From an optimization exercise on the open Yosys and OpenROAD flow, aimed at small area, a short achievable clock period and few clock cycles; shortcuts taken in it are not production practice. In this exercise RTL edits were held to simulation tests only and were not proved equivalent to the original.

File: flow/design.v
`timescale 1ns / 1ps
package bra_pkg;
	localparam int IDX_W  = 11;
	localparam int MODE_W = 4;
	localparam int STAT_W = 2;
	localparam logic [MODE_W-1:0] MODE_SET_BIT   = 4'd0;
	localparam logic [MODE_W-1:0] MODE_FLIP_BIT  = 4'd1;
	localparam logic [MODE_W-1:0] MODE_TEST_BIT  = 4'd2;
	localparam logic [MODE_W-1:0] MODE_SET_RANGE = 4'd3;
	localparam logic [MODE_W-1:0] MODE_COUNT     = 4'd4;
	localparam logic [MODE_W-1:0] MODE_CONTAINS  = 4'd5;
	localparam logic [MODE_W-1:0] MODE_FIRST_FIT = 4'd6;
	localparam logic [MODE_W-1:0] MODE_BEST_FIT  = 4'd7;
	localparam logic [MODE_W-1:0] MODE_ALLOC     = 4'd8;
	localparam logic [STAT_W-1:0] ST_OK     = 2'd0;
	localparam logic [STAT_W-1:0] ST_NONE   = 2'd1;
	localparam logic [STAT_W-1:0] ST_BOUNDS = 2'd2;
	localparam logic [IDX_W-1:0] SIZE_RESET = 11'd1024;
	localparam logic [2:0] OP_IMM  = 3'd0;   
	localparam logic [2:0] OP_WR   = 3'd1;   
	localparam logic [2:0] OP_FLIP = 3'd2;   
	localparam logic [2:0] OP_CNT  = 3'd3;   
	localparam logic [2:0] OP_ANY  = 3'd4;   
	localparam logic [2:0] OP_FF   = 3'd5;   
	localparam logic [2:0] OP_AL   = 3'd6;   
	localparam logic [2:0] OP_BF   = 3'd7;   
endpackage
`timescale 1ns / 1ps
module bra_store #(
	parameter int W  = 64,
	parameter int K  = 16,
	parameter int KW = 4
) (
	input  logic          clk,
	input  logic          clr,
	input  logic          we,
	input  logic [KW-1:0] waddr,
	input  logic [W-1:0]  wdata,
	input  logic [KW-1:0] raddr,
	output logic [W-1:0]  rdata
);
	logic [W-1:0] mem [K];
	assign rdata = mem[raddr];
	always_ff @(posedge clk) begin
		for (int k = 0; k < K; k++) begin
			if (clr || (we && waddr == KW'(k))) mem[k] <= clr ? '0 : wdata;
		end
	end
endmodule
`timescale 1ns / 1ps
module bitmap_range_allocator_core #(
	parameter int WORD_W = 64
) (
	input  logic                       clk,
	input  logic                       arst_n,
	input  logic                       cfg_we,
	input  logic [bra_pkg::IDX_W-1:0]  cfg_wdata,
	input  logic                       req_valid,
	output logic                       req_ready,
	input  logic [bra_pkg::MODE_W-1:0] req_mode,
	input  logic [bra_pkg::IDX_W-1:0]  req_position,
	input  logic [bra_pkg::IDX_W-1:0]  req_length,
	input  logic                       req_bit_value,
	output logic                       rsp_valid,
	input  logic                       rsp_ready,
	output logic [bra_pkg::IDX_W-1:0]  rsp_found_index,
	output logic [bra_pkg::IDX_W-1:0]  rsp_tally,
	output logic                       rsp_flag,
	output logic [bra_pkg::STAT_W-1:0] rsp_status
);
	localparam int W  = WORD_W;
	localparam int LW = $clog2(W);
	localparam int K  = 1024 / W;
	localparam int KW = $clog2(K);
	localparam logic [LW:0] W_NONE = W;
	function automatic logic [LW:0] lo_idx(input logic [W-1:0] x);
		logic [W-1:0]  v;
		logic [LW-1:0] ix [W];
		logic [LW-1:0] a, b;
		for (int i = 0; i < W; i++) begin
			v[i]  = x[i];
			ix[i] = '0;
		end
		for (int l = 0; l < LW; l++) begin
			for (int i = 0; i < (W >> (l + 1)); i++) begin
				a = ix[2*i];
				b = ix[2*i+1];
				b[l] = 1'b1;
				ix[i] = v[2*i] ? a : b;
				v[i]  = v[2*i] | v[2*i+1];
			end
		end
		lo_idx = v[0] ? {1'b0, ix[0]} : W_NONE;
	endfunction
	function automatic logic [LW-1:0] hi_idx(input logic [W-1:0] x);
		logic [W-1:0]  v;
		logic [LW-1:0] ix [W];
		logic [LW-1:0] a, b;
		for (int i = 0; i < W; i++) begin
			v[i]  = x[i];
			ix[i] = '0;
		end
		for (int l = 0; l < LW; l++) begin
			for (int i = 0; i < (W >> (l + 1)); i++) begin
				a = ix[2*i];
				b = ix[2*i+1];
				b[l] = 1'b1;
				ix[i] = v[2*i+1] ? b : a;
				v[i]  = v[2*i] | v[2*i+1];
			end
		end
		hi_idx = ix[0];
	endfunction
	function automatic logic [W-1:0] pre_or(input logic [W-1:0] x);
		logic [W-1:0] p;
		p = x;
		for (int s = 1; s < W; s = s * 2) p = p | (p << s);
		pre_or = p;
	endfunction
	function automatic logic [LW:0] popc(input logic [W-1:0] x);
		logic [LW:0] t [2*W];
		for (int i = 0; i < W; i++) t[W+i] = (LW+1)'(x[i]);
		for (int i = W - 1; i >= 1; i--) t[i] = t[2*i] + t[2*i+1];
		popc = t[1];
	endfunction
	function automatic logic [W-1:0] win(input logic [W-1:0] x, input logic [LW-1:0] n,
	                                     input logic big);
		logic [W-1:0] xx, y, yn, xn;
		logic         low0, yp;
		xx = x;
		y  = '1;
		for (int k = 0; k < LW; k++) begin
			low0 = (k == 0) ? 1'b1 : ((n & LW'((1 << k) - 1)) == '0);
			for (int e = 0; e < W; e++) begin
				yp    = (e >= (1 << k)) ? y[e - (1 << k)] : low0;
				yn[e] = n[k] ? (xx[e] & yp) : y[e];
				xn[e] = (e >= (1 << k)) ? (xx[e] & xx[e - (1 << k)]) : 1'b0;
			end
			y  = yn;
			xx = xn;
		end
		win = big ? '0 : y;
	endfunction
	logic                clr_q;
	logic [10:0]         s_q;           
	logic [1:0]          fc;
	logic [3:0]          f_mode [2];
	logic [10:0]         f_pos [2], f_len [2];
	logic                f_v [2];
	logic                busy, wvalid;
	logic [2:0]          op_q;
	logic                nores_q;       
	logic                v_q;
	logic [10:0]         n_q;           
	logic [KW-1:0]       wp_q, fw_q, lw_q;
	logic [LW-1:0]       fo_q, lo_q;
	logic [10:0]         c_q;           
	logic [10:0]         tally_q;
	logic                have_q;
	logic [10:0]         b_q;           
	logic [10:0]         at_q;          
	logic [1:0]          st_q;
	logic [W-1:0]        wbuf, wprev;
	logic [W-1:0]        xm_q;          
	logic [11:0]         rn_q;          
	logic                lead_ge;
	logic [10:0]         ps_q;          
	logic                ps_here, ps_prev;
	logic [2:0]          s_ld [K], s_tr [K], s_mx [K];
	logic                sk_q;          
	logic [10:0]         o_found, o_tally;
	logic                o_flag;
	logic [1:0]          o_status;
	logic        take;
	logic [3:0]  q_mode;
	logic [10:0] q_pos, q_len;
	logic        q_v;
	logic [11:0] q_end;
	logic        q_pge, q_pgt, q_ngt, q_oob, q_n0, q_bfno;
	logic [2:0]  d_op;
	logic [1:0]  d_st;
	logic [10:0] d_found, d_last, d_n;
	logic        d_v;
	assign req_ready = fc != 2'd2;
	always_comb begin
		q_mode = f_mode[0];
		q_pos  = f_pos[0];
		q_len  = f_len[0];
		q_v    = f_v[0];
		q_end  = {1'b0, q_pos} + {1'b0, q_len};
		q_pge  = q_pos >= s_q;
		q_pgt  = q_pos > s_q;
		q_ngt  = q_len > s_q;
		q_oob  = q_end > {1'b0, s_q};
		q_n0   = q_len == '0;
		q_bfno = ({1'b0, q_pos} + (q_n0 ? 12'd1 : {1'b0, q_len})) > {1'b0, s_q};
		d_op    = bra_pkg::OP_IMM;
		d_st    = bra_pkg::ST_OK;
		d_found = '0;
		d_last  = q_pos;
		d_n     = q_len;
		d_v     = q_v;
		unique case (q_mode)
			bra_pkg::MODE_SET_BIT, bra_pkg::MODE_FLIP_BIT, bra_pkg::MODE_TEST_BIT: begin
				if (q_pge) d_st = bra_pkg::ST_BOUNDS;
				else if (q_mode == bra_pkg::MODE_SET_BIT) d_op = bra_pkg::OP_WR;
				else if (q_mode == bra_pkg::MODE_FLIP_BIT) d_op = bra_pkg::OP_FLIP;
				else begin
					d_op = bra_pkg::OP_ANY;
					d_v  = 1'b1;
				end
			end
			bra_pkg::MODE_SET_RANGE, bra_pkg::MODE_COUNT, bra_pkg::MODE_CONTAINS: begin
				d_last = q_end[10:0] - 11'd1;
				if (q_oob) d_st = bra_pkg::ST_BOUNDS;
				else if (!q_n0) begin
					d_op = (q_mode == bra_pkg::MODE_SET_RANGE) ? bra_pkg::OP_WR
					     : (q_mode == bra_pkg::MODE_COUNT) ? bra_pkg::OP_CNT : bra_pkg::OP_ANY;
				end
			end
			bra_pkg::MODE_FIRST_FIT, bra_pkg::MODE_ALLOC: begin
				d_last = s_q - 11'd1;
				if (q_pgt) d_st = bra_pkg::ST_BOUNDS;
				else if (q_ngt) d_st = bra_pkg::ST_NONE;
				else if (q_n0) d_found = q_pos;
				else if (q_oob) d_st = bra_pkg::ST_NONE;
				else d_op = (q_mode == bra_pkg::MODE_ALLOC) ? bra_pkg::OP_AL : bra_pkg::OP_FF;
			end
			bra_pkg::MODE_BEST_FIT: begin
				d_last = s_q - 11'd1;
				d_n    = q_n0 ? 11'd1 : q_len;
				if (q_pgt) d_st = bra_pkg::ST_BOUNDS;
				else if (q_ngt || q_bfno) d_st = bra_pkg::ST_NONE;
				else d_op = bra_pkg::OP_BF;
			end
			default: ;
		endcase
	end
	logic          m_we, cont;
	logic [KW-1:0] raddr;
	logic [W-1:0]  m_wdata, rword, fword;
	logic          skip_on;
	logic [KW-1:0] wp_nx;
	assign skip_on = sk_q && (op_q == bra_pkg::OP_FF || op_q == bra_pkg::OP_AL || op_q == bra_pkg::OP_BF);
	assign wp_nx   = skip_on ? nxt : wp_q + 1'b1;
	assign cont  = busy && wvalid && (op_q != bra_pkg::OP_IMM) && (skip_on ? has_nxt : (wp_q != lw_q));
	assign raddr = (busy && !wvalid) ? wp_q : cont ? wp_nx : q_pos[LW+KW-1:LW];
	bra_store #(.W(W), .K(K), .KW(KW)) u_store (
		.clk   (clk),
		.clr   (clr_q),
		.we    (m_we),
		.waddr (wp_q),
		.wdata (m_wdata),
		.raddr (raddr),
		.rdata (rword)
	);
	assign fword = (m_we && raddr == wp_q) ? m_wdata : rword;
	logic          is_first, is_last;
	logic [W-1:0]  mask, xm;
	logic [10:0]   base;
	logic [LW:0]   lead, pc;
	logic [LW-1:0] tz_pos;
	logic [10:0]   tz, c_next;
	logic [11:0]   pr;
	logic          all1;
	logic [W-1:0]  dn, db, pz, runend, cand, cpre, zb;
	logic [LW:0]   e1, ec;
	logic [LW-1:0] zi;
	logic          ff_pre, ff_int, ff_hit;
	logic [10:0]   ff_j, ff_last;
	logic [KW-1:0] ff_jw;
	logic          bf_pre, bf_int, bf_more, bf_exact, pre_may;
	logic [10:0]   tally_n;
	logic          any_now;
	logic          emit, fin, adv, stay, al_hit;
	logic [10:0]   r_found, r_tally;
	logic          r_flag;
	logic [1:0]    r_status;
	logic          have_n;
	logic [10:0]   b_n, at_n;
	always_comb begin
		is_first = wp_q == fw_q;
		is_last  = wp_q == lw_q;
		for (int i = 0; i < W; i++)
			mask[i] = (!is_first || LW'(i) >= fo_q) && (!is_last || LW'(i) <= lo_q);
		xm     = xm_q;
		base   = 11'({wp_q, {LW{1'b0}}});
		m_wdata = (op_q == bra_pkg::OP_FLIP) ? (wbuf ^ mask)
		        : ((wbuf & ~mask) | ({W{v_q}} & mask));
		lead   = lo_idx(~xm);
		all1   = lead[LW];
		tz_pos = hi_idx(~xm);
		tz     = 11'(W - 1) - 11'(tz_pos);
		c_next = all1 ? c_q + 11'(W) : tz;
		pr     = {1'b0, c_q} + 12'(lead);
		pc     = popc(xm);
		tally_n = tally_q + 11'(pc);
		any_now = |xm;
		dn      = win(xm, n_q[LW-1:0], n_q >= 11'(W));
		e1      = lo_idx(dn);
		lead_ge = rn_q[11] || (rn_q[10:0] <= 11'(lead));
		ff_pre  = lead_ge;
		ff_int  = |dn;
		ff_hit  = ff_pre || ff_int;
		ff_j    = ff_pre ? ps_q : (base | 11'(LW'(e1[LW-1:0] + 1'b1 - n_q[LW-1:0])));
		ff_last = ff_pre ? ps_q + n_q - 11'd1 : (base | 11'(e1[LW-1:0]));
		ff_jw   = ff_j[LW+KW-1:LW];
		db      = win(xm, b_q[LW-1:0], b_q >= 11'(W));
		pz      = pre_or(~xm);
		for (int i = 0; i < W - 1; i++) runend[i] = xm[i] & !xm[i+1];
		runend[W-1] = xm[W-1] & is_last;
		cand    = runend & pz & dn & (have_q ? ~db : '1);
		cpre    = pre_or(cand);
		bf_int  = |cand;
		bf_more = |(cand & (cpre << 1));
		zb      = ~xm & ~cpre;
		zi      = hi_idx(zb);
		ec      = lo_idx(cand);
		bf_pre  = (!all1 || is_last) && lead_ge
		       && (!have_q || pr < {1'b0, b_q});
		bf_exact = have_q && (b_q == n_q);
		pre_may  = (c_q != '0) || xm_q[0];
	end
	always_comb begin
		emit     = 1'b0;
		fin      = 1'b0;
		stay     = 1'b0;
		al_hit   = 1'b0;
		r_found  = '0;
		r_tally  = '0;
		r_flag   = 1'b0;
		r_status = bra_pkg::ST_OK;
		have_n   = have_q;
		b_n      = b_q;
		at_n     = at_q;
		unique case (op_q)
			bra_pkg::OP_IMM: begin
				emit     = 1'b1;
				fin      = 1'b1;
				r_found  = at_q;
				r_status = st_q;
			end
			bra_pkg::OP_WR, bra_pkg::OP_FLIP: begin
				fin  = is_last;
				emit = is_last && !nores_q;
			end
			bra_pkg::OP_CNT: begin
				fin     = is_last;
				emit    = is_last;
				r_tally = tally_n;
			end
			bra_pkg::OP_ANY: begin
				fin    = is_last || any_now;
				emit   = fin;
				r_flag = any_now;
			end
			bra_pkg::OP_FF, bra_pkg::OP_AL: begin
				emit     = ff_hit || (skip_on ? !has_nxt : is_last);
				al_hit   = ff_hit && op_q == bra_pkg::OP_AL;
				fin      = emit && !al_hit;
				r_found  = ff_hit ? ff_j : '0;
				r_status = ff_hit ? bra_pkg::ST_OK : bra_pkg::ST_NONE;
			end
			default: begin  
				if (bf_exact) begin
					fin = 1'b1;
				end else begin
					stay = bf_int && (bf_more || pre_may);
					fin  = (skip_on ? !has_nxt : is_last) && !stay;
					if (bf_pre) begin
						have_n = 1'b1;
						b_n    = pr[10:0];
						at_n   = ps_q;
					end else if (bf_int) begin
						have_n = 1'b1;
						b_n    = 11'(ec) - 11'(zi);
						at_n   = base | 11'(zi + 1'b1);
					end
				end
				emit     = fin;
				r_found  = have_n ? at_n : '0;
				r_status = have_n ? bra_pkg::ST_OK : bra_pkg::ST_NONE;
			end
		endcase
		adv  = busy && wvalid && !(rsp_valid && !rsp_ready);
	end
	assign m_we = busy && wvalid && (op_q == bra_pkg::OP_WR || op_q == bra_pkg::OP_FLIP)
	           && !(rsp_valid && !rsp_ready);
	assign take = (!busy || (adv && fin)) && (fc != 2'd0);
	function automatic logic [2:0] len_code(input logic [6:0] ge);
		len_code = ge[6] ? 3'd7 : ge[5] ? 3'd6 : ge[4] ? 3'd5 : ge[3] ? 3'd4
		         : ge[2] ? 3'd3 : ge[1] ? 3'd2 : ge[0] ? 3'd1 : 3'd0;
	endfunction
	logic [2:0]    w_ld, w_tr, w_mx;
	logic [6:0]    ld_ge, tr_ge, mx_ge;
	logic [W-1:0]  z, zz;
	always_comb begin
		z  = ~m_wdata;
		zz = z;
		ld_ge = '1;
		tr_ge = '1;
		for (int k = 0; k <= LW; k++) begin
			for (int i = 0; i < (1 << k); i++) begin
				ld_ge[k] = ld_ge[k] & z[i];
				tr_ge[k] = tr_ge[k] & z[W-1-i];
			end
		end
		for (int k = 0; k <= LW; k++) begin
			mx_ge[k] = |zz;
			if (k < LW) begin
				for (int e = W - 1; e >= 0; e--)
					zz[e] = (e >= (1 << k)) ? (zz[e] & zz[e - (1 << k)]) : 1'b0;
			end
		end
		w_ld = len_code(ld_ge);
		w_tr = len_code(tr_ge);
		w_mx = len_code(mx_ge);
	end
	logic [K-1:0]  cw, xok, cw_q, xk;
	logic [KW-1:0] nxt;
	logic          has_nxt;
	logic [2:0]    e_ld [K], e_tr [K], e_mx [K];
	logic [2:0]    d_fl;
	always_comb begin
		d_fl = d_n[6] ? 3'd6 : d_n[5] ? 3'd5 : d_n[4] ? 3'd4 : d_n[3] ? 3'd3
		     : d_n[2] ? 3'd2 : d_n[1] ? 3'd1 : 3'd0;
		for (int x = 0; x < K; x++) begin
			e_ld[x] = (m_we && wp_q == KW'(x)) ? w_ld : s_ld[x];
			e_tr[x] = (m_we && wp_q == KW'(x)) ? w_tr : s_tr[x];
			e_mx[x] = (m_we && wp_q == KW'(x)) ? w_mx : s_mx[x];
		end
		for (int x = 0; x < K; x++) begin
			if (x == 0) xok[x] = 1'b0;
			else xok[x] = (e_tr[x-1] != 3'd0) && (e_ld[x] != 3'd0) && ((e_tr[x-1] >= d_fl) || (e_ld[x] >= d_fl));
		end
		for (int x = 0; x < K; x++) begin
			if (x == 0) xk[x] = 1'b0;
			else xk[x] = (e_tr[x-1] != 3'd0) && (e_ld[x] != 3'd0);
		end
		for (int x = 0; x < K; x++) begin
			if (d_op == bra_pkg::OP_BF)
				cw[x] = (e_mx[x] > d_fl) || xk[x] || ((x < K - 1) && xk[(x < K - 1) ? x + 1 : x])
				     || ((x > 0) && (e_tr[(x > 0) ? x - 1 : x] > d_fl));
			else
				cw[x] = (e_mx[x] > d_fl) || xok[x] || ((x < K - 1) && xok[(x < K - 1) ? x + 1 : x]);
		end
	end
	always_comb begin
		nxt     = '0;
		has_nxt = 1'b0;
		for (int x = K - 1; x >= 0; x--) begin
			if (cw_q[x] && (KW'(x) > wp_q) && (KW'(x) <= lw_q)) begin
				nxt     = KW'(x);
				has_nxt = 1'b1;
			end
		end
	end
	logic [W-1:0]  q_mask, n_mask;
	logic [KW-1:0] wp_inc;
	logic [10:0]   ps_next;
	always_comb begin
		wp_inc = wp_q + 1'b1;
		ps_here = ps_q[LW+KW-1:LW] == wp_q;
		ps_prev = ps_q[LW+KW-1:LW] == wp_q - 1'b1;
		for (int i = 0; i < W; i++) begin
			q_mask[i] = (LW'(i) >= q_pos[LW-1:0])
			         && ((q_pos[LW+KW-1:LW] != d_last[LW+KW-1:LW]) || (LW'(i) <= d_last[LW-1:0]));
			n_mask[i] = (wp_nx != lw_q) || (LW'(i) <= lo_q);
		end
		ps_next = (tz_pos == LW'(W - 1)) ? 11'({wp_inc, {LW{1'b0}}})
		        : (base | 11'(tz_pos + 1'b1));
	end
	logic push;
	assign push = req_valid && req_ready;
	always_ff @(posedge clk or negedge arst_n) begin
		if (!arst_n) begin
			clr_q     <= 1'b1;
			s_q       <= bra_pkg::SIZE_RESET;
			fc        <= 2'd0;
			busy      <= 1'b0;
			rsp_valid <= 1'b0;
		end else begin
			clr_q <= 1'b0;
			if (cfg_we) s_q <= (cfg_wdata > 11'd1024) ? 11'd1024 : cfg_wdata;
			fc <= fc + {1'b0, push} - {1'b0, take};
			if (take) busy <= 1'b1;
			else if (adv && fin) busy <= 1'b0;
			if (adv && emit) rsp_valid <= 1'b1;
			else if (rsp_ready) rsp_valid <= 1'b0;
		end
	end
	always_ff @(posedge clk) begin
		for (int k = 0; k < K; k++) begin
			if (clr_q || (m_we && wp_q == KW'(k))) begin
				s_ld[k] <= clr_q ? 3'd7 : w_ld;
				s_tr[k] <= clr_q ? 3'd7 : w_tr;
				s_mx[k] <= clr_q ? 3'd7 : w_mx;
			end
		end
	end
	always_ff @(posedge clk) begin
		if (take) begin
			f_mode[0] <= (fc == 2'd2) ? f_mode[1] : req_mode;
			f_pos[0]  <= (fc == 2'd2) ? f_pos[1]  : req_position;
			f_len[0]  <= (fc == 2'd2) ? f_len[1]  : req_length;
			f_v[0]    <= (fc == 2'd2) ? f_v[1]    : req_bit_value;
		end else if (fc == 2'd0) begin
			f_mode[0] <= req_mode;
			f_pos[0]  <= req_position;
			f_len[0]  <= req_length;
			f_v[0]    <= req_bit_value;
		end
		if (push) begin
			f_mode[1] <= req_mode;
			f_pos[1]  <= req_position;
			f_len[1]  <= req_length;
			f_v[1]    <= req_bit_value;
		end
	end
	always_ff @(posedge clk) begin
		if (adv && emit) begin
			o_found  <= r_found;
			o_tally  <= r_tally;
			o_flag   <= r_flag;
			o_status <= r_status;
		end
		if (take) begin
			op_q    <= d_op;
			nores_q <= 1'b0;
			v_q     <= d_v;
			n_q     <= d_n;
			wp_q    <= q_pos[LW+KW-1:LW];
			fw_q    <= q_pos[LW+KW-1:LW];
			fo_q    <= q_pos[LW-1:0];
			lw_q    <= d_last[LW+KW-1:LW];
			lo_q    <= d_last[LW-1:0];
			c_q     <= '0;
			tally_q <= '0;
			have_q  <= 1'b0;
			at_q    <= d_found;
			st_q    <= d_st;
			wvalid  <= !cont;
			wbuf    <= fword;
			xm_q    <= (fword ^ {W{!d_v}}) & q_mask;
			rn_q    <= {1'b0, d_n};
			sk_q    <= (d_op == bra_pkg::OP_FF || d_op == bra_pkg::OP_AL || d_op == bra_pkg::OP_BF)
			        && !d_v && (d_n <= 11'(W));
			cw_q    <= cw;
			ps_q    <= 11'({q_pos[LW+KW-1:LW], {LW{1'b0}}});
		end else if (busy && !wvalid) begin
			wvalid  <= 1'b1;
			wbuf    <= fword;
			xm_q    <= (fword ^ {W{!v_q}}) & mask;
		end else if (adv) begin
			if (al_hit) begin
				op_q    <= bra_pkg::OP_WR;
				nores_q <= 1'b1;
				v_q     <= !v_q;
				wp_q    <= ff_jw;
				fw_q    <= ff_jw;
				fo_q    <= ff_j[LW-1:0];
				lw_q    <= ff_last[LW+KW-1:LW];
				lo_q    <= ff_last[LW-1:0];
				if (ff_pre && ps_prev) wbuf <= wprev;
				else if (ff_pre && !ps_here) wvalid <= 1'b0;
			end else if (!stay) begin
				wp_q    <= wp_nx;
				xm_q    <= (fword ^ {W{!v_q}}) & n_mask;
				if (wp_nx != wp_inc) begin
					c_q  <= '0;
					rn_q <= {1'b0, n_q};
					ps_q <= 11'({wp_nx, {LW{1'b0}}});
				end else begin
					c_q  <= c_next;
					rn_q <= {1'b0, n_q} - {1'b0, c_next};
					if (!all1) ps_q <= ps_next;
				end
				tally_q <= tally_n;
				wbuf    <= fword;
				wprev   <= wbuf;
			end
			have_q <= have_n;
			at_q   <= at_n;
		end
	end
	always_ff @(posedge clk) begin
		if (adv) b_q <= b_n;
	end
	assign rsp_found_index = o_found;
	assign rsp_tally       = o_tally;
	assign rsp_flag        = o_flag;
	assign rsp_status      = o_status;
endmodule
File: flow/run.sh
#!/bin/bash
# synth_recipe.tcl (not shown) runs the flow's synth.tcl, then flattens the netlist and writes it again
# the make line also repeats each setting of config.mk as NAME=value (left out here)
make -C /OpenROAD-flow-scripts/flow DESIGN_CONFIG=/design/flow/config.mk WORK_HOME=/design/flow/orfs CLKGATE_MAP_FILE= SYNTH_SCRIPT=/design/flow/synth_recipe.tcl finish
File: flow/config.mk
export PLATFORM = sky130hd
export DESIGN_NAME = bitmap_range_allocator_core
export DESIGN_NICKNAME = bitmap_range_allocator_core
export VERILOG_FILES = /design/flow/design.v
export SDC_FILE = /design/flow/constraint.sdc
export NUM_CORES = 4
export LEC_CHECK = 0
export CAP_MARGIN = 20
export CORE_MARGIN = 2
export CORE_UTILIZATION = 40
export SETUP_SLACK_MARGIN = 1.5
export SLEW_MARGIN = 20
File: flow/constraint.sdc
create_clock -name core_clock -period 9.0 [get_ports {clk}]
set_input_delay 1.8000 -clock core_clock [delete_from_list [all_inputs] [get_ports {clk}]]
set_output_delay 1.8000 -clock core_clock [all_outputs]
set_load 0.01 [all_outputs]
==> metrics.yaml, run 1 <==
setup_viol: 0
port_buffer_cells: 69
fin_worst_hold_slack_ps: 485
period_needed_ps: 7960
drt_iter0_drc: 14119
max_cap_viol_count: 0
path_max_fanout: 10
critPathLaunchType: "flip-flop"
clkSinkCount: 1572
flip_flop_and_latch_count_after_synthesis: 1572
most_common_library_cell_in_the_layout_ignoring_fill_and_taps: "sky130_fd_sc_hd__edfxtp_1"
ys_seq_area_share_pct: 48.2
finalNetCount: 10857
cts_hold_repair.buffers: 0
starting_density_of_the_core_pct: 40.3
synth_ff_type: "sky130_fd_sc_hd__edfxtp_1"
clkLatencyLatePin_ps: 890
timing_worst_slew_pin_value_ps: 1240
layout_common_cells: "sky130_fd_sc_hd__edfxtp_1 (1,525), sky130_fd_sc_hd__buf_4 (1,224), sky130_fd_sc_hd__nand2_1 (830), sky130_fd_sc_hd__nor2_1 (693), sky130_fd_sc_hd__o21ai_0 (531)"
worst-r2r-setup-slack_ps: 1040
slew_headroom_pct: 16.9
synth-edff-count: 1525
globalRouteOverflowTotal: 0
final_max_tran_viols: 0
boundaryPins: 70
netlist-cell-type-count: 133
numCtsBuffers: 166
timing.hold.worst.class: "reg -> reg"
final_routed_wirelength_across_all_metal_layers_mm: 575
clock-skew-final_ps: 112
core_area_mm2: 0.241
finalWeightedCongestion: 1.11
detail_route.wl_per_cell_um: 41.7
cts-root-buf: "sky130_fd_sc_hd__clkbuf_16"
status: "complete, no violations"
antenna_left: 0
synthCells: 9501
maxClockFrequency_mhz: 126
multi_input_combinational_cell_area_mm2: 0.0475
synth_async_sr_flop_share_pct: 1.02
post-route-drc-count: 0
die_area_mm2: 0.247
area_growth_pct: 21.0
timing.critical_path.mode_cell: "sky130_fd_sc_hd__buf_4"
arrival_worst_endpoint_ps: 8600
critical_path.endpoint_type: "flip-flop"
grt_setup_unrepaired: "yes"
period_share_pct: 88.4
critical_path.max_stage_delay_ps: 700
critical_path.slowest_cell: "sky130_fd_sc_hd__o211ai_1"
fp-row-count: 180
crit_path_class: "reg -> reg"
report.final.hold_viol_count: 0
chipWidth_um: 497
tritoncts: "done"
syn-cell-area_mm2: 0.0971
die_h_um: 497
track_usage_pct: 45.5
clock_slew_seen_by_the_registers_of_the_worst_setup_and_hold_paths_ps: 60
vias_per_cell: 6.89
average_cell_area_after_synthesis_um2: 10.2
drive_above_1_share_pct: 19.9
final_core_utilization_pct: 48.8
htree_num_levels: 4
seq_area_mm2: 0.0468
grt_antenna_before_repair: 58
hpwl_mm: 424
postSynthNetCount: 9913
clk_path_buf_depth: 3
fillerInstances: 22173
synth-warning-count: 19
worstPathRequired_ps: 9640
grt_first_pass_wirelength_mm: 774
first_global_vias: 89564
dr.pass1.iters: 7
vias: 95018
grt_max_degree: 83
[cell type report]
cell class	count	area share, %
Timing Repair Buffer	1423	10.4
Inverter	355	1.15
Sequential cell	1572	39.8
Tap cell	3185	3.39
Multi-Input combinational cell	6927	40.4
Clock buffer	207	3.71
Clock inverter	96	0.989
Antenna cell	32	0.0681
[sequential cells by signal, summed over array words and instances, names as in the netlist, 12 cells and up]
name and count:
f_len 22, f_pos 22, cw_q 15, s_mx 45, s_tr 45, xm_q 64, wprev 64, rn_q 12
u_store.mem 1024, s_ld 45, wbuf 64
[cell families after synthesis]
| logic type | after synthesis | synth area share (%) |
|---|---|---|
| other | 1 | 0.00386 |
| AO/OA/AOI/OAI | 2963 | 21.0 |
| XOR/XNOR | 254 | 2.29 |
| buffers and inverters | 1002 | 4.41 |
| flip-flops | 1572 | 48.2 |
| adder cells (fa/ha/maj) | 373 | 5.28 |
| multiplexers | 269 | 3.02 |
| AND/OR/NAND/NOR | 3067 | 15.8 |
[Yosys cell counts, drive strengths merged, types with 52 or more instances]
library cell  number  area share [%]
nand3            314             1.6
o21a              95            0.73
a221oi            96            0.89
nor2b             97            0.62
nand4            272             1.8
nand2b           113            0.73
and2              73            0.47
o22ai            117            0.76
a211oi           110            0.86
nor2             720             2.8
o2111ai           82            0.75
a31oi             91            0.59
a21boi            55            0.43
fa                63             1.3
a22o              84            0.76
o21ai            619             3.2
xor2              99            0.89
xnor2            155             1.4
buf              240             1.5
o221ai            52            0.48
o211ai            60            0.47
and3              61            0.39
nor4             138             1.0
a21oi            537             2.8
and4              60            0.54
nand2            835             3.2
nor3             196             1.1
ha               306             3.9
clkbuf           407             1.6
mux2             109             1.4
a21o              82            0.63
inv              351             1.4
a22oi            388             3.0
mux2i            160             1.6
edfxtp          1525              47
[path summary, 6_finish.rpt]
kind | cells past startpoint | startpoint | endpoint
worst max-delay path | 31 | xm_q[7]$_DFFE_PP_ | b_q[8]$_DFFE_PP_
worst min-delay path | 0 | wbuf[29]$_DFFE_PP_ | wprev[29]$_DFFE_PP_
worst max register to register | 31 | xm_q[7]$_DFFE_PP_ | b_q[8]$_DFFE_PP_
worst min register to register | 0 | wbuf[29]$_DFFE_PP_ | wprev[29]$_DFFE_PP_
max in group asynchronous | 1 | arst_n | rsp_valid$_DFFE_PN0P_
min in group asynchronous | 1 | arst_n | s_q[9]$_DFFE_PN0P_
[worst max-delay path: cells and delay by family (launching register included)]
kind            cells  cell delay (ps)
flops               1              540
fa+ha+maj           1              280
compound gates     12             2740
buf+inv            11             2450
simple gates        7             1590
[repair_timing]
item                                    CTS  global route
gates cloned                              0             2
endpoints found under the setup margin  607           594
setup buffers                            49            38
gates resized for setup                  72           137
pin swaps                                 9            13
[per-stage QoR]
| stage | TNS [ps] | area, um^2 | setup WS (ps) | cells |
|---|---|---|---|---|
| after floorplan | 0 | 97200 | 1510 | 9501 |
| final | 0 | 118000 | 1040 | 13797 |
| after global routing | 0 | 118000 | 1220 | 13775 |
| after detailed placement | 0 | 110000 | 166 | 13369 |
| after global placement | -209 | 110000 | -180 | 13366 |
| after CTS | 0 | 117000 | 1410 | 13721 |
[per-layer routing]
layer	part of all wire (%)	GRT usage, %
met1	36	54.1
met2	43	68.3
met3	10	12.2
met4	11	39.4
met5	0.040	0.116
Testbench counts, summed over its fixed seeds: cycles 12,866.
==> run 2: changes to the inputs <==
--- a/flow/config.mk
+++ b/flow/config.mk
@@ -7,6 +7,6 @@
 export LEC_CHECK = 0
 export CAP_MARGIN = 20
 export CORE_MARGIN = 2
-export CORE_UTILIZATION = 40
-export SETUP_SLACK_MARGIN = 1.5
+export CORE_UTILIZATION = 45
+export SETUP_SLACK_MARGIN = 2
 export SLEW_MARGIN = 20
==> run 2 against run 1 <==
Still clean; register-to-register slack improved by 620 ps; non-clock buffer count fell by 121; die area fell by 11%; clock skew fell by 15 ps.
==> metrics.yaml, run 2 <==
grt_max_degree: 74  # was 83
met2_wirelength_mm: 232  # was 247 mm
numCtsBuffers: 163  # was 166
synth_top_cell_area_share_pct: 47.2  # unchanged
synth_common_cells: "sky130_fd_sc_hd__edfxtp_1 (1,525), sky130_fd_sc_hd__nand2_1 (835), sky130_fd_sc_hd__nor2_1 (715)"  # unchanged
final_max_tran_viols: 0  # unchanged
area_growth_pct: 20.8  # was 21.0%
period_share_pct: 81.6  # was 88.4%
core_area_mm2: 0.215  # was 0.241 mm^2
timing.hold.worst.class: "reg -> reg"  # unchanged
fillerInstances: 18679  # was 22,173
post-route-drc-count: 0  # unchanged
largest_reg_flops: 1024  # unchanged
dp_worst_setup_slack_ps: 772  # was 166 ps
critical_path.slowest_cell: "sky130_fd_sc_hd__nand4_1"  # was sky130_fd_sc_hd__o211ai_1
grt_antenna_before_repair: 67  # was 58
synth-warning-count: 19  # unchanged
htree_num_levels: 4  # unchanged
yosysTopAreaCell: "sky130_fd_sc_hd__edfxtp_1"  # unchanged
chipWidth_um: 469  # was 497 um
critPathBufInv: 10  # was 11
yosys.cell_count.top_type: "sky130_fd_sc_hd__edfxtp_1"  # unchanged
starting_density_of_the_core_pct: 45.3  # was 40.3%
cts_hold_repair.buffers: 0  # unchanged
critical_path.max_stage_delay_ps: 510  # was 700 ps
met1Wirelength_mm: 192  # was 206 mm
finish.cell_count_without_fillers: 13338  # was 13,797
vias_per_cell: 7.33  # was 6.89
critical_path.endpoint_type: "flip-flop"  # unchanged
report.final.hold_viol_count: 0  # unchanged
grt_first_pass_wirelength_mm: 767  # was 774 mm
tritoncts: "done"  # unchanged
synth_ff_type: "sky130_fd_sc_hd__edfxtp_1"  # unchanged
clkLatencyLatePin_ps: 880  # was 890 ps
setup_viol: 0  # unchanged
globalRouteOverflowTotal: 0  # unchanged
maxClockFrequency_mhz: 136  # was 126 MHz
arrival_worst_endpoint_ps: 7960  # was 8600 ps
track_usage_pct: 50.7  # was 45.5%
status: "complete, no violations"  # unchanged
dr.pass1.iters: 15  # was 7
clock-skew-final_ps: 97.1  # was 112 ps
syn-cell-area_mm2: 0.0971  # unchanged
clkSinkCount: 1572  # unchanged
layout_common_cells: "sky130_fd_sc_hd__edfxtp_1 (1,525), sky130_fd_sc_hd__buf_4 (1,095), sky130_fd_sc_hd__nand2_1 (815), sky130_fd_sc_hd__nor2_1 (673), sky130_fd_sc_hd__o21ai_0 (508)"  # was sky130_fd_sc_hd__edfxtp_1 (1,525), sky130_fd_sc_hd__buf_4 (1,224), sky130_fd_sc_hd__nand2_1 (830), sky130_fd_sc_hd__nor2_1 (693), sky130_fd_sc_hd__o21ai_0 (531)
synthCells: 9501  # unchanged
met3WireLength_mm: 78.1  # was 59.2 mm
critPathLaunchType: "flip-flop"  # unchanged
worstPathRequired_ps: 9620  # was 9640 ps
netlist-cell-type-count: 133  # unchanged
hpwl_mm: 400  # was 424 mm
slew_headroom_pct: 11.5  # was 16.9%
detail_route.wl_per_cell_um: 42.4  # was 41.7 um
port_buffer_cells: 69  # unchanged
tns_ps: 0  # unchanged
postLayoutSetupSlackWorst_ps: 1660  # was 1040 ps
first_global_vias: 90639  # was 89,564
finalNetCount: 10734  # was 10,857
crit_path_class: "reg -> reg"  # unchanged
clk_path_buf_depth: 3  # unchanged
drt_iter0_drc: 17201  # was 14,119
synth-edff-count: 1525  # unchanged
vias: 97804  # was 95,018
antenna_left: 0  # unchanged
postSynthNetCount: 9913  # unchanged
post-place-cells: 12780  # was 13,369
finalWeightedCongestion: 1.23  # was 1.11
die_h_um: 469  # was 497 um
registers.top_by_ff_count: "u_store.mem"  # unchanged
most_common_library_cell_in_the_layout_ignoring_fill_and_taps: "sky130_fd_sc_hd__edfxtp_1"  # unchanged
drive_above_1_share_pct: 20.3  # was 19.9%
max_cap_viol_count: 0  # unchanged
critical_path.top_delay_family: "compound AO/OA/AOI/OAI gates"  # unchanged
cts-root-buf: "sky130_fd_sc_hd__clkbuf_16"  # unchanged
top_layer: "met5"  # unchanged
period_needed_ps: 7340  # was 7960 ps
fp-row-count: 170  # was 180
path_max_fanout: 16  # was 10
timing.critical_path.mode_cell: "sky130_fd_sc_hd__buf_4"  # unchanged
flip_flop_and_latch_count_after_synthesis: 1572  # unchanged
grt_setup_unrepaired: "yes"  # unchanged
average_cell_area_after_synthesis_um2: 10.2  # unchanged
synth_async_sr_flop_share_pct: 1.02  # unchanged
die_area_mm2: 0.220  # was 0.247 mm^2
ys_seq_area_share_pct: 48.2  # unchanged
boundaryPins: 70  # unchanged
synth_area_leaders: "sky130_fd_sc_hd__edfxtp_1 (47%), sky130_fd_sc_hd__ha_1 (3.9%), sky130_fd_sc_hd__nand2_1 (3.2%)"  # unchanged
clock_slew_seen_by_the_registers_of_the_worst_setup_and_hold_paths_ps: 60  # about the same
timing_worst_slew_pin_value_ps: 1330  # was 1240 ps
final_routed_wirelength_across_all_metal_layers_mm: 566  # was 575 mm
-- run 2: cell counts after synthesis --
Identical to the previous run, type by type.
-- run 2: cell type report --
type | instances | area [um^2] | area share (%)
sequential | 1572 | 46800 | 39.9
clock inverter | 92 | 1130 | 0.963
tap | 2838 | 3550 | 3.03
multi-input combinational | 6928 | 48600 | 41.4
antenna | 47 | 118 | 0.100
inverter | 355 | 1380 | 1.18
clock buffer | 204 | 4280 | 3.65
timing repair buffer | 1302 | 11500 | 9.78
-- run 2: worst reg2reg max path: cells and delay by family, from the launching register on --
kind / cells / cell delay [ps]
flops: 1 / 420
compound gates: 15 / 3190
simple gates: 5 / 1440
fa+ha+maj: 1 / 300
buf+inv: 10 / 1720
-- run 2: final timing paths --
check	start	endpoint	slack (ps)	cells after the start
worst max register to register	xm_q[26]$_DFFE_PP_	b_q[9]$_DFFE_PP_	1660	31
worst max-delay path	xm_q[26]$_DFFE_PP_	b_q[9]$_DFFE_PP_	1660	31
worst min-delay path	wbuf[20]$_DFFE_PP_	wprev[20]$_DFFE_PP_	430	0
min in group asynchronous	arst_n	s_q[6]$_DFFE_PN0P_	1450	1
max in group asynchronous	arst_n	rsp_valid$_DFFE_PN0P_	6960	1
worst min register to register	wbuf[20]$_DFFE_PP_	wprev[20]$_DFFE_PP_	430	0
-- run 2: cells by family after synthesis --
group | count (synthesis) | share of synthesized area, %
buffers and inverters | 1002 | 4.41
AOI/OAI and AO/OA | 2963 | 21.0
and+or+nand+nor | 3067 | 15.8
muxes | 269 | 3.02
other | 1 | 0.00386
xor gates and xnor gates | 254 | 2.29
DFF | 1572 | 48.2
adders and majority gates | 373 | 5.28
-- run 2: what timing repair did --
action | 4_1_cts | 5_1_grt
buffers inserted | 124 | 84
hold endpoints to repair | 0 | 0
pin swaps | 42 | 37
endpoints found under the setup margin | 626 | 618
gates cloned | 3 | 1
gates resized for setup | 242 | 217
-- run 2: stage by stage --
step | utilization, % | hold WS, ps | area (um^2)
CTS | 53.8 | 437 | 115000
finish | 54.7 | 432 | 117000
floorplan | - | 441 | 97400
global placement | 50.2 | 451 | 108000
global route | 54.6 | 463 | 117000
detailed placement | 50.2 | 455 | 108000
-- run 2: layer usage --
layer	vias to the layer above	track usage [%]
met5	-	1.88
met4	38	41.9
met3	2926	21.3
met2	8820	72.2
met1	47492	59.1
li1	38528	-
==> run 3: changes to the inputs <==
--- a/flow/config.mk
+++ b/flow/config.mk
@@ -7,6 +7,6 @@
 export LEC_CHECK = 0
 export CAP_MARGIN = 20
 export CORE_MARGIN = 2
-export CORE_UTILIZATION = 45
+export CORE_UTILIZATION = 50
 export SETUP_SLACK_MARGIN = 2
 export SLEW_MARGIN = 20
==> run 3 against run 2 <==
Routed wire length down 0.93%; worst setup slack improved by 12 ps; register-to-register slack about the same; sequential share of layout area rose by 0.13 points.
==> metrics.yaml, run 3 <==
htree_num_levels: 4  # unchanged
timing_worst_slew_pin_value_ps: 1400  # was 1330 ps
clock-skew-final_ps: 85.3  # was 97.1 ps
final_max_tran_viols: 0  # unchanged
final_routed_wirelength_across_all_metal_layers_mm: 560  # was 566 mm
synth-edff-count: 1525  # unchanged
vias: 100081  # was 97,804
seq_area_mm2: 0.0468  # about the same
yosysTopAreaCell: "sky130_fd_sc_hd__edfxtp_1"  # unchanged
synth_area_leaders: "sky130_fd_sc_hd__edfxtp_1 (47%), sky130_fd_sc_hd__ha_1 (3.9%), sky130_fd_sc_hd__nand2_1 (3.2%)"  # unchanged
cts-root-buf: "sky130_fd_sc_hd__clkbuf_16"  # unchanged
track_usage_pct: 54.8  # was 50.7%
average_cell_area_after_synthesis_um2: 10.2  # unchanged
max_cap_viol_count: 0  # unchanged
synthCells: 9501  # unchanged
drt_iter0_drc: 19773  # was 17,201
syn-cell-area_mm2: 0.0971  # unchanged
fillerInstances: 15247  # was 18,679
flip_flop_and_latch_count_after_synthesis: 1572  # unchanged
layout_common_cells: "sky130_fd_sc_hd__edfxtp_1 (1,525), sky130_fd_sc_hd__buf_4 (1,060), sky130_fd_sc_hd__nand2_1 (815), sky130_fd_sc_hd__nor2_1 (663), sky130_fd_sc_hd__a21oi_1 (501)"  # was sky130_fd_sc_hd__edfxtp_1 (1,525), sky130_fd_sc_hd__buf_4 (1,095), sky130_fd_sc_hd__nand2_1 (815), sky130_fd_sc_hd__nor2_1 (673), sky130_fd_sc_hd__o21ai_0 (508)
critical_path.max_stage_delay_ps: 930  # was 510 ps
period_needed_ps: 7330  # was 7340 ps
fp-row-count: 161  # was 170
timing.critical_path.mode_cell: "sky130_fd_sc_hd__fa_1"  # was sky130_fd_sc_hd__buf_4
setup_viol: 0  # unchanged
antenna_left: 0  # unchanged
clock_slew_seen_by_the_registers_of_the_worst_setup_and_hold_paths_ps: 70  # was 60 ps
synth_common_cells: "sky130_fd_sc_hd__edfxtp_1 (1,525), sky130_fd_sc_hd__nand2_1 (835), sky130_fd_sc_hd__nor2_1 (715)"  # unchanged
most_common_library_cell_in_the_layout_ignoring_fill_and_taps: "sky130_fd_sc_hd__edfxtp_1"  # unchanged
status: "complete, no violations"  # unchanged
fin_worst_hold_slack_ps: 484  # was 432 ps
clk_path_buf_depth: 3  # unchanged
synth_ff_type: "sky130_fd_sc_hd__edfxtp_1"  # unchanged
registers.top_by_ff_count: "u_store.mem"  # unchanged
critical_path.top_delay_family: "adder cells"  # was compound AO/OA/AOI/OAI gates
setup.worst_path.start: "xm_q[57]$_DFFE_PP_"  # was xm_q[26]$_DFFE_PP_
drive_above_1_share_pct: 20.6  # was 20.3%
finalNetCount: 10706  # was 10,734
tritoncts: "done"  # unchanged
synth-warning-count: 19  # unchanged
boundaryPins: 70  # unchanged
vias_per_cell: 7.71  # was 7.33
placedInstanceArea_mm2: 0.106  # was 0.108 mm^2
post-route-drc-count: 0  # unchanged
clkLatencyLatePin_ps: 870  # was 880 ps
grt_first_pass_wirelength_mm: 755  # was 767 mm
largest_reg_flops: 1024  # unchanged
dr.pass1.iters: 12  # was 15
post-route-cell-area_mm2: 0.117  # about the same
critical_path.endpoint_type: "flip-flop"  # unchanged
reg2reg_from: "xm_q[57]$_DFFE_PP_"  # was xm_q[26]$_DFFE_PP_
port_buffer_cells: 69  # unchanged
crit_path_class: "reg -> reg"  # unchanged
path_max_fanout: 6  # was 16
timing.hold.worst.class: "reg -> reg"  # unchanged
synth_async_sr_flop_share_pct: 1.02  # unchanged
report.final.hold_viol_count: 0  # unchanged
core_area_mm2: 0.193  # was 0.215 mm^2
die_h_um: 445  # was 469 um
yosys.cell_count.top_type: "sky130_fd_sc_hd__edfxtp_1"  # unchanged
grt_antenna_before_repair: 53  # was 67
chipWidth_um: 445  # was 469 um
netlist-cell-type-count: 133  # unchanged
first_global_vias: 92208  # was 90,639
tns_ps: 0  # unchanged
grt_setup_unrepaired: "yes"  # unchanged
finalWeightedCongestion: 1.17  # was 1.23
grt_max_degree: 68  # was 74
clkSinkCount: 1572  # unchanged
synth_top_cell_area_share_pct: 47.2  # unchanged
ys_seq_area_share_pct: 48.2  # unchanged
postSynthNetCount: 9913  # unchanged
numCtsBuffers: 160  # was 163
critical_path.slowest_cell: "sky130_fd_sc_hd__inv_1"  # was sky130_fd_sc_hd__nand4_1
critPathLaunchType: "flip-flop"  # unchanged
final_core_utilization_pct: 60.7  # was 54.7%
min-delay-start: "wbuf[15]$_DFFE_PP_"  # was wbuf[20]$_DFFE_PP_
die_area_mm2: 0.198  # was 0.220 mm^2
multi_input_combinational_cell_area_mm2: 0.0487  # was 0.0486 mm^2
period_share_pct: 81.4  # was 81.6%
detail_route.wl_per_cell_um: 43.2  # was 42.4 um
slew_headroom_pct: 6.38  # was 11.5%
globalRouteOverflowTotal: 0  # unchanged
hpwl_mm: 392  # was 400 mm
area_growth_pct: 20.4  # was 20.8%
arrival_worst_endpoint_ps: 8020  # was 7960 ps
critPathBufInv: 5  # was 10
starting_density_of_the_core_pct: 50.4  # was 45.3%
maxClockFrequency_mhz: 136  # about the same
worstPathRequired_ps: 9700  # was 9620 ps
run 3: final timing paths:
| kind | to | slack (ps) | depth (start not counted) |
|---|---|---|---|
| worst max register to register | tally_q[10]$_SDFFE_PP0P_ | 1670 | 25 |
| worst min-delay path | wprev[15]$_DFFE_PP_ | 480 | 0 |
| min in group asynchronous | busy$_DFFE_PN0P_ | 1380 | 2 |
| worst max-delay path | tally_q[10]$_SDFFE_PP0P_ | 1670 | 25 |
| max in group asynchronous | clr_q$_DFF_PN1_ | 7210 | 2 |
| worst min register to register | wprev[15]$_DFFE_PP_ | 480 | 0 |
run 3: logic make-up (layout without fill, tap and decap cells):
kind of cell	Yosys count	count (layout)	synth area share, %
AND/OR/NAND/NOR	3067	3069	15.8
AO/OA/AOI/OAI	2963	2963	21.0
flip-flops	1572	1572	48.2
buffers and inverters	1002	1925	4.41
adder cells (fa/ha/maj)	373	373	5.28
multiplexers	269	269	3.02
XOR/XNOR	254	254	2.29
other	1	32	0.00386
run 3: layout make-up:
class                      count  share of cell area (%)
clock inverter               100                    1.02
clock buffer                 194                    3.59
tap                         2526                    2.70
multi-input combinational   6929                    41.7
sequential                  1572                    40.0
antenna                       31                  0.0663
timing repair buffer        1276                    9.72
inverter                     355                    1.20
run 3: per-layer routing:
layer	track usage [%]	part of all wire, %
met5	1.07	0.12
met4	45.4	11
met3	24.8	17
met2	75.5	39
met1	65.0	33
run 3: what timing repair did:
item                                    in CTS  in global routing
gates resized for setup                    220                306
gates cloned                                 5                  4
setup buffers                              174                119
pin swaps                                   40                 69
hold buffers                                 0                  0
endpoints found under the setup margin     626                608
run 3: per-stage QoR:
step	setup slack, ps	cells
after floorplan	1610	9501
after global placement	404	12353
after detailed placement	568	12355
after CTS	1760	12828
after global routing	1530	12957
final	1670	12983
run 3: worst register-to-register path: stages, from the launching register on:
cell	delay (ps)
sky130_fd_sc_hd__edfxtp_1	380
sky130_fd_sc_hd__inv_1	930
sky130_fd_sc_hd__fa_1	580
sky130_fd_sc_hd__inv_1	80
sky130_fd_sc_hd__fa_1	420
sky130_fd_sc_hd__inv_1	90
sky130_fd_sc_hd__fa_1	440
sky130_fd_sc_hd__fa_1	470
sky130_fd_sc_hd__fa_1	520
sky130_fd_sc_hd__fa_1	430
sky130_fd_sc_hd__fa_1	510
sky130_fd_sc_hd__inv_2	40
sky130_fd_sc_hd__fa_2	340
sky130_fd_sc_hd__fa_2	370
sky130_fd_sc_hd__a21o_1	200
sky130_fd_sc_hd__a21oi_2	170
sky130_fd_sc_hd__o21bai_1	90
sky130_fd_sc_hd__a21oi_2	150
sky130_fd_sc_hd__o21bai_1	90
sky130_fd_sc_hd__a21oi_2	170
sky130_fd_sc_hd__nor2b_1	70
sky130_fd_sc_hd__o21ai_1	200
sky130_fd_sc_hd__inv_1	110
sky130_fd_sc_hd__nand2_2	90
sky130_fd_sc_hd__xor2_1	170
sky130_fd_sc_hd__nor2_1	50

separate check: timing with driven ports:
How much do the figures lean on ideal ports? The routed layouts below were timed once more, with nothing changed but the port constraints. Step 1: set_driving_cell puts a clkbuf_16 on clk and a buf_2 on each other input, an assumption about the parent block. Step 2 adds t to the input delays and takes it off the output delays; t is the mean of the earliest and latest rising clock arrival at the registers after step 1. Input paths then give back, and output paths get back, about the clock's delay inside the block. a / b / c = ideal ports / drivers / drivers and shift; a / b = the first two.
run	t (ns)	setup WS [ns]	worst setup path after step 2	worst data-port slew with drivers (ns)	cell pins on the clock port's net
run 1	0.936	1.044 / 1.044 / 1.044	register to register	0.14	1
run 2	0.934	1.660 / 1.660 / 1.649	input to register	0.18	1
run 3	0.932	1.673 / 1.673 / 1.081	input to register	0.05	1
After both steps every run listed still meets setup and hold. The setup slack of run 3, which loses most, moves by 0.000 ns with the drivers and by -0.592 ns with both steps.
